This is an optimization exercise on Yosys and OpenROAD, whose aim is small area, not a production implementation. Where RTL was checked, it was by simulation tests only, not by an equivalence proof against the original.

// axis_xgmii_tx
module axis_xgmii_tx (
    input  logic        clk,
    input  logic        rst,
    input  logic [63:0] tdata_i,
    input  logic [7:0]  tkeep_i,
    input  logic        tvalid_i,
    input  logic        tlast_i,
    input  logic        tuser_i,
    output logic        tready_o,
    output logic [63:0] xgmii_d_o,
    output logic [7:0]  xgmii_c_o
);
==> module xgmii_tail_pack, before the edit <==
module xgmii_tail_pack (
    input  logic        start_i,
    input  logic        data_i,
    input  logic        tail_i,
    input  logic        term_i,
    input  logic        err_i,
    input  logic [7:0]  keep_i,
    input  logic [63:0] beat_i,    
    input  logic [31:0] fcs_i,     
    output logic [63:0] d_o,
    output logic [7:0]  c_o
);
    logic       tail_ok, tail_err;
    logic [7:0] sel_d, sel_r, is_t, is_i;
    logic [7:0] ch [8];
    assign tail_ok  = tail_i & ~err_i;
    assign tail_err = tail_i & err_i;
    always_comb begin
        for (int j = 0; j < 8; j++) begin
            sel_d[j] = data_i | (tail_ok & keep_i[j]) | (tail_err && j >= 1 && j <= 6);
            sel_r[j] = tail_ok & ~keep_i[j] & ((j < 4) ? 1'b1 : keep_i[(j+4)%8]);
            if (j < 4) sel_r[j] = sel_r[j] | (term_i & keep_i[j+4]);
            if (j < 4) begin
                is_t[j] = term_i & keep_i[j+3] & ~keep_i[(j+4)%8];
            end else if (j == 4) begin
                is_t[j] = term_i & keep_i[7];
            end else begin
                is_t[j] = tail_ok & keep_i[j-5] & ~keep_i[j-4];
            end
            if (j == 7) is_t[j] = is_t[j] | tail_err;
            is_i[j] = ~(sel_d[j] | sel_r[j] | is_t[j] | start_i | (tail_err && j == 0));
        end
        for (int j = 0; j < 8; j++) begin
            ch[j] = ({8{is_i[j]}} & xgmii_tx_pkg::xgmii_idle) |
                    ({8{is_t[j]}} & xgmii_tx_pkg::xgmii_term);
        end
        ch[0] = ch[0] | ({8{start_i}} & xgmii_tx_pkg::xgmii_start) |
                        ({8{tail_err}} & xgmii_tx_pkg::xgmii_error);
        for (int j = 1; j < 7; j++) ch[j] = ch[j] | ({8{start_i}} & xgmii_tx_pkg::eth_preamble);
        ch[7] = ch[7] | ({8{start_i}} & xgmii_tx_pkg::eth_sfd);
        for (int j = 0; j < 8; j++) begin
            c_o[j] = ~(sel_d[j] | sel_r[j] | (start_i && j != 0));
        end
    end
    for (genvar j = 0; j < 8; j++) begin : g_lane
        for (genvar b = 0; b < 8; b++) begin : g_bit
            xgmii_ao221 o (.a1_i(sel_d[j]), .a2_i(beat_i[8*j+b]), .b1_i(sel_r[j]),
                           .b2_i(fcs_i[8*(j%4)+b]), .c1_i(ch[j][b]), .y_o(d_o[8*j+b]));
        end
    end
endmodule
==> flow/config.mk <==
export PLATFORM = sky130hd
export DESIGN_NAME = axis_xgmii_tx
export DESIGN_NICKNAME = axis_xgmii_tx
export VERILOG_FILES = /design/flow/design.v
export SDC_FILE = /design/flow/constraint.sdc
export NUM_CORES = 4
export LEC_CHECK = 0
export CAP_MARGIN = 20
export CORE_MARGIN = 2
export CORE_UTILIZATION = 55
export CTS_BUF_LIST = sky130_fd_sc_hd__clkbuf_8
export GPL_TIMING_DRIVEN = 1
export SETUP_SLACK_MARGIN = 0.05
export SLEW_MARGIN = 20
export SYNTH_HIERARCHICAL = 1
==> flow/constraint.sdc <==
create_clock -name core_clock -period 9.0 [get_ports {clk}]
set_input_delay 1.8000 -clock core_clock [delete_from_list [all_inputs] [get_ports {clk}]]
set_output_delay 1.8000 -clock core_clock [all_outputs]
set_load 0.01 [all_outputs]
standard.sh (not shown) runs the stock make flow with config.mk's settings and CLKGATE_MAP_FILE= SYNTH_SCRIPT=/design/flow/synth_recipe.tcl, a recipe that flattens the netlist after the stock synthesis.
==> flow/flow/run.sh <==
#!/bin/bash
# Layout: the standard flow (standard synthesis unchanged), with the input and
# output port buffers made of the smallest plain buffer cell.
set -euo pipefail
export BUFFER_PORTS_ARGS="-buffer_cell sky130_fd_sc_hd__buf_1"
bash standard.sh > standard_flow.log 2>&1
The baseline completed with no timing, DRC or antenna violations.
Edit:
--- a/flow/design.v
+++ b/flow/design.v
@@ -297,37 +297,40 @@
     input  logic [31:0] fcs_i,     
     output logic [63:0] d_o,
     output logic [7:0]  c_o
 );
     logic       tail_ok, tail_err;
-    logic [7:0] sel_d, sel_r, is_t, is_i;
-    logic [7:0] ch [8];
+    logic [8:0] k;                   
+    logic [7:0] sel_d, sel_r;        
+    logic [7:0] is_t;                
+    logic [7:0] is_i;                
+    logic [7:0] ch [8];              
     assign tail_ok  = tail_i & ~err_i;
     assign tail_err = tail_i & err_i;
+    assign k        = {1'b0, keep_i};
     always_comb begin
         for (int j = 0; j < 8; j++) begin
-            sel_d[j] = data_i | (tail_ok & keep_i[j]) | (tail_err && j >= 1 && j <= 6);
-            sel_r[j] = tail_ok & ~keep_i[j] & ((j < 4) ? 1'b1 : keep_i[(j+4)%8]);
-            if (j < 4) sel_r[j] = sel_r[j] | (term_i & keep_i[j+4]);
-            if (j < 4) begin
-                is_t[j] = term_i & keep_i[j+3] & ~keep_i[(j+4)%8];
-            end else if (j == 4) begin
-                is_t[j] = term_i & keep_i[7];
-            end else begin
-                is_t[j] = tail_ok & keep_i[j-5] & ~keep_i[j-4];
-            end
-            if (j == 7) is_t[j] = is_t[j] | tail_err;
-            is_i[j] = ~(sel_d[j] | sel_r[j] | is_t[j] | start_i | (tail_err && j == 0));
+            if (j == 0)      sel_d[j] = data_i | tail_ok;
+            else if (j == 7) sel_d[j] = data_i | (tail_ok & k[7]);
+            else             sel_d[j] = data_i | tail_err | (tail_ok & k[j]);
+            if (j == 0)      sel_r[j] = term_i & k[4];
+            else if (j < 4)  sel_r[j] = (tail_ok & ~k[j]) | (term_i & k[j+4]);
+            else             sel_r[j] = tail_ok & ~k[j] & k[j-4];
+            if (j < 4)       is_t[j] = term_i & k[j+3] & ~k[j+4];
+            else if (j == 4) is_t[j] = term_i & k[7];
+            else if (j < 7)  is_t[j] = tail_ok & k[j-5] & ~k[j-4];
+            else             is_t[j] = (tail_ok & k[2] & ~k[3]) | tail_err;
+            is_i[j] = ~(sel_d[j] | sel_r[j] | is_t[j] | start_i | (j == 0 && tail_err));
         end
-        for (int j = 0; j < 8; j++) begin
-            ch[j] = ({8{is_i[j]}} & xgmii_tx_pkg::xgmii_idle) |
-                    ({8{is_t[j]}} & xgmii_tx_pkg::xgmii_term);
+        ch[0] = ({8{is_i[0]}} & xgmii_tx_pkg::xgmii_idle) | ({8{is_t[0]}} & xgmii_tx_pkg::xgmii_term) |
+                ({8{tail_err}} & xgmii_tx_pkg::xgmii_error) | ({8{start_i}} & xgmii_tx_pkg::xgmii_start);
+        for (int j = 1; j < 7; j++) begin
+            ch[j] = ({8{is_i[j]}} & xgmii_tx_pkg::xgmii_idle) | ({8{is_t[j]}} & xgmii_tx_pkg::xgmii_term) |
+                    ({8{start_i}} & xgmii_tx_pkg::eth_preamble);
         end
-        ch[0] = ch[0] | ({8{start_i}} & xgmii_tx_pkg::xgmii_start) |
-                        ({8{tail_err}} & xgmii_tx_pkg::xgmii_error);
-        for (int j = 1; j < 7; j++) ch[j] = ch[j] | ({8{start_i}} & xgmii_tx_pkg::eth_preamble);
-        ch[7] = ch[7] | ({8{start_i}} & xgmii_tx_pkg::eth_sfd);
+        ch[7] = ({8{is_i[7]}} & xgmii_tx_pkg::xgmii_idle) | ({8{is_t[7]}} & xgmii_tx_pkg::xgmii_term) |
+                ({8{start_i}} & xgmii_tx_pkg::eth_sfd);
         for (int j = 0; j < 8; j++) begin
             c_o[j] = ~(sel_d[j] | sel_r[j] | (start_i && j != 0));
         end
     end
     for (genvar j = 0; j < 8; j++) begin : g_lane
The changed run passed the timing, design-rule and antenna checks. Routed wire length grows slightly. Cell area grows slightly. Die area stays flat. Register-to-register slack gets worse by 0.02 ns. Worst setup slack gets worse by 0.025 ns.
Function not checked in the second run of this note: the RTL went through the layout flow alone.

[static timing again, ports no longer ideal]
How much do the figures lean on ideal ports? The routed layouts below were timed once more, with nothing changed but the port constraints. Step 1: set_driving_cell puts a clkbuf_16 on clk and a buf_2 on each other input, an assumption about the parent block. Step 2, shift: input delay + t, output delay - t, t = (earliest + latest rising clock arrival at the registers) / 2. This alone moves slack from input paths to output paths. a / b / c = ideal ports / drivers / drivers and shift; a / b = the first two.
run | shift t [ns] | setup slack, ns | hold WS [ns] | worst setup path at the end | worst register clock-pin slew, ns
the first run | 0.518 | 0.427 / 0.427 / 0.427 | 0.408 / 0.408 / 0.408 | register to register | 0.11 / 0.11
the second run | 0.520 | 0.402 / 0.402 / 0.402 | 0.398 / 0.398 / 0.398 | register to register | 0.12 / 0.12
After both steps every run listed still meets setup and hold.
